This is an optimization exercise on Yosys and OpenROAD, whose aim is small area, a short achievable clock period and few clock cycles per item, not a production implementation. Function was checked by simulation only, so behaviour that the tests miss may differ from the original. Power is estimated from default activity; no workload was simulated.

==> flow/design.v <==
module gf163_clmul_serial #(
  parameter int M = 163,
  parameter int D = 24
) (
  input  logic             clk,
  input  logic             rst,
  input  logic             start,
  input  logic [M-1:0]     a,
  input  logic [M-1:0]     b,
  output logic             busy,
  output logic             done,
  output logic [2*M-2:0]   p
);
  localparam int N  = (M + D - 1) / D;    
  localparam int NB = N * D;
  localparam int PW = NB + M - 1;         
  localparam int CW = (N > 1) ? $clog2(N) : 1;
  localparam int Q  = M + D - 1;          
  logic          busy_q, done_q, idle_q, more_q, load;
  logic [CW-1:0] cnt_q;
  logic [M-1:0]  a_q;
  logic [PW-1:0] P_q, P_d;
  logic [D-1:0]  dig;
  logic [Q-1:0]  pp;
  assign load = idle_q & start;
  always_comb begin
    dig = P_q[D-1:0];
    pp  = '0;
    for (int j = 0; j < D; j++)
      for (int i = 0; i < M; i++)
        pp[i+j] = pp[i+j] ^ (a_q[i] & dig[j]);
  end
  always_comb begin
    for (int i = 0; i < PW; i++) begin
      logic sh;
      sh = (i + D < PW) ? P_q[i+D] : 1'b0;
      if (i < M) P_d[i] = idle_q ? b[i] : sh;
      else       P_d[i] = ~idle_q & sh;
      if (i >= NB - D) P_d[i] = P_d[i] ^ pp[i-(NB-D)];
    end
  end
  always_ff @(posedge clk) begin
    P_q <= P_d;
    a_q <= ({M{load}} & a) | ({M{more_q}} & a_q);
  end
  always_ff @(posedge clk or posedge rst) begin
    if (rst) begin
      busy_q <= 1'b0;
      done_q <= 1'b0;
      idle_q <= 1'b1;
      more_q <= 1'b0;
      cnt_q  <= '0;
    end else begin
      done_q <= busy_q && cnt_q == '0;
      idle_q <= (idle_q & ~start) | done_q;
      if (idle_q) begin
        busy_q <= start;
        more_q <= start && N > 1;
        cnt_q  <= CW'(N - 1);
      end else if (busy_q) begin
        if (cnt_q == '0) busy_q <= 1'b0;
        more_q <= cnt_q > 1;
        cnt_q  <= cnt_q - 1'b1;
      end
    end
  end
  assign busy = busy_q;
  assign done = done_q;
  assign p    = P_q[2*M-2:0];
endmodule
export LEC_CHECK = 0
export CAP_MARGIN = 20
export CORE_MARGIN = 2
export CORE_UTILIZATION = 40
export SETUP_SLACK_MARGIN = 2.6
export SLEW_MARGIN = 20
create_clock -name core_clock -period 5.0 [get_ports {clk}]
run.sh (not shown) runs the stock make flow with config.mk's settings and CLKGATE_MAP_FILE= SYNTH_SCRIPT=/design/flow/synth_recipe.tcl, a recipe that flattens the netlist after the stock synthesis.
Testbench counts at the start, summed over its fixed seeds: cycles 7,192, items 800.
Edit:
--- a/flow/design.v
+++ b/flow/design.v
@@ -1,7 +1,7 @@
 module gf163_clmul_serial #(
   parameter int M = 163,
-  parameter int D = 24
+  parameter int D = 33
 ) (
   input  logic             clk,
   input  logic             rst,
   input  logic             start,
After rerunning: Final cell count rose by 34%. Setup slack is worse by 0.083 ns. Final area climbs by 29%. Power grows by 29%. Sequential power increases by about 20%. Wire length increases by 44%. Count of clock-buffer cells in the layout increases by 1. Sequential cell count drops by 3. Hold slack improved by 0.043 ns.
Testbench counts after the change, summed over its fixed seeds: cycles 5,592, items 800.

========
Another version of the RTL of gf163_clmul_serial (not shown whole).
For scale: roughly 9900 cells after synthesis, about 560 flip-flops, about 74000 um^2 of cells after synthesis.
==> module gf163_clmul_serial, before the edit <==
module gf163_clmul_serial #(
  parameter int M = 163,
  parameter int D = 24,
  parameter int K = 8         
) (
  input  logic             clk,
  input  logic             rst,
  input  logic             start,
  input  logic [M-1:0]     a,
  input  logic [M-1:0]     b,
  output logic             busy,
  output logic             done,
  output logic [2*M-2:0]   p
);
  localparam int N  = (M + D - 1) / D;    
  localparam int NB = N * D;
  localparam int PW = NB + M - 1;         
  localparam int CW = (N > 1) ? $clog2(N) : 1;
  localparam int Q  = M + D - 1;          
  localparam int R  = 3;                  
  logic          busy_q, done_q, idle_q, more_q, load;
  logic [K-1:0]  idle_c, busy_c;
  logic [CW-1:0] cnt_q;
  logic [M-1:0]  a_q;
  logic [PW-1:0] P_q, P_d;
  logic [R*D-1:0] dig;
  logic [D-1:0]  dc_r, dc_s;    
  logic [Q-1:0]  pp;
  assign load = idle_q & start;
  always_comb begin
    dig = {dc_s, dc_r, P_q[D-1:0]};
    pp  = '0;
    for (int j = 0; j < D; j++)
      for (int i = 0; i < M; i++)
        pp[i+j] = pp[i+j] ^ (a_q[i] & dig[(i*R/M)*D+j]);
  end
  always_comb begin
    for (int i = 0; i < PW; i++) begin
      logic sh;
      sh = (i + D < PW) ? P_q[i+D] : 1'b0;
      if (i < M) P_d[i] = idle_c[i*K/M] ? b[i] : sh;
      else       P_d[i] = busy_c[(i-M)*K/(PW-M)] & sh;
      if (i >= NB - D) P_d[i] = P_d[i] ^ pp[i-(NB-D)];
    end
  end
  always_ff @(posedge clk) begin
    P_q <= P_d;
    a_q <= ({M{load}} & a) | ({M{more_q}} & a_q);
  end
  always_ff @(posedge clk or posedge rst) begin
    if (rst) dc_r <= '0;
    else     dc_r <= P_d[D-1:0];
  end
  always_ff @(posedge clk or posedge rst) begin
    if (rst) dc_s <= '1;
    else     dc_s <= P_d[D-1:0];
  end
  always_ff @(posedge clk or posedge rst) begin
    if (rst) begin
      busy_q <= 1'b0;
      done_q <= 1'b0;
      idle_q <= 1'b1;
      more_q <= 1'b0;
      idle_c <= '1;
      busy_c <= '0;
      cnt_q  <= '0;
    end else begin
      done_q <= busy_q && cnt_q == '0;
      idle_q <= (idle_q & ~start) | done_q;
      for (int k = 0; k < K; k++) begin
        idle_c[k] <= (idle_c[k] & ~start) | done_q;
        busy_c[k] <= (idle_c[k] & start) | (busy_c[k] & cnt_q != '0);
      end
      if (idle_q) begin
        busy_q <= start;
        more_q <= start && N > 1;
        cnt_q  <= CW'(N - 1);
      end else if (busy_q) begin
        if (cnt_q == '0) busy_q <= 1'b0;
        more_q <= cnt_q > 1;
        cnt_q  <= cnt_q - 1'b1;
      end
    end
  end
  assign busy = busy_q;
  assign done = done_q;
  assign p    = P_q[2*M-2:0];
endmodule
clock: 5.0 ns
lec_check: 0
cap_margin: 20
core_margin: 2
core_utilization: 40
setup_slack_margin: 2.6
slew_margin: 20
The first run passed the timing, DRC and antenna checks.
Testbench counts at the start, summed over its fixed seeds: cycles 7,192, items 800.
Edit:
--- a/flow/design.v
+++ b/flow/design.v
@@ -1,9 +1,9 @@
 module gf163_clmul_serial #(
   parameter int M = 163,
-  parameter int D = 24,
+  parameter int D = 28,
   parameter int K = 8         
 ) (
   input  logic             clk,
   input  logic             rst,
   input  logic             start,
   input  logic [M-1:0]     a,
After rerunning:
- utilization goes up by 0.45 points
- sequential power is higher by about 9%
- cell area climbs by 15%
- combinational power grows by 15%
- wire length rises by 20%
- total power rises by 12%
- worst hold slack improved by 0.024 ns
- clock power came out higher by 3.6%
- count of clock-buffer cells in the layout climbs by 1
- fmax goes up by 0.41%
Testbench counts after the change, summed over its fixed seeds: cycles 6,392, items 800.

==> what the ideal ports hide <==
No port has a modelled driver above. Below, the same layouts with a new extraction and two added sets of constraints. Step 1 sets driving cells, clkbuf_16 on the clock port and buf_2 on the other inputs (assumed; they add their load-dependent delay and slew). Step 2 adds t to the input delays and takes it off the output delays; t is the mean of the earliest and latest rising clock arrival at the registers after step 1. Input paths then give back, and output paths get back, about the clock's delay inside the block. Three values: ideal ports, drivers, drivers and shift; two values: the first two.
run | t, ns | setup slack, ns | latest minus earliest clock arrival (ns)
the first run of note 1 | 0.834 | 2.578 / 2.489 / 1.977 | 0.055 / 0.056
the second run of note 1 | 0.899 | 2.495 / 2.410 / 2.128 | 0.064 / 0.063
the first run of note 2 | 0.859 | 2.542 / 2.448 / 1.851 | 0.067 / 0.067
the second run of note 2 | 0.846 | 2.552 / 2.504 / 1.881 | 0.032 / 0.032
After both steps setup and hold are still met in every run listed. For the first run of note 2, which loses most, drivers alone change the setup slack by -0.094 ns; drivers and shift together by -0.691 ns.
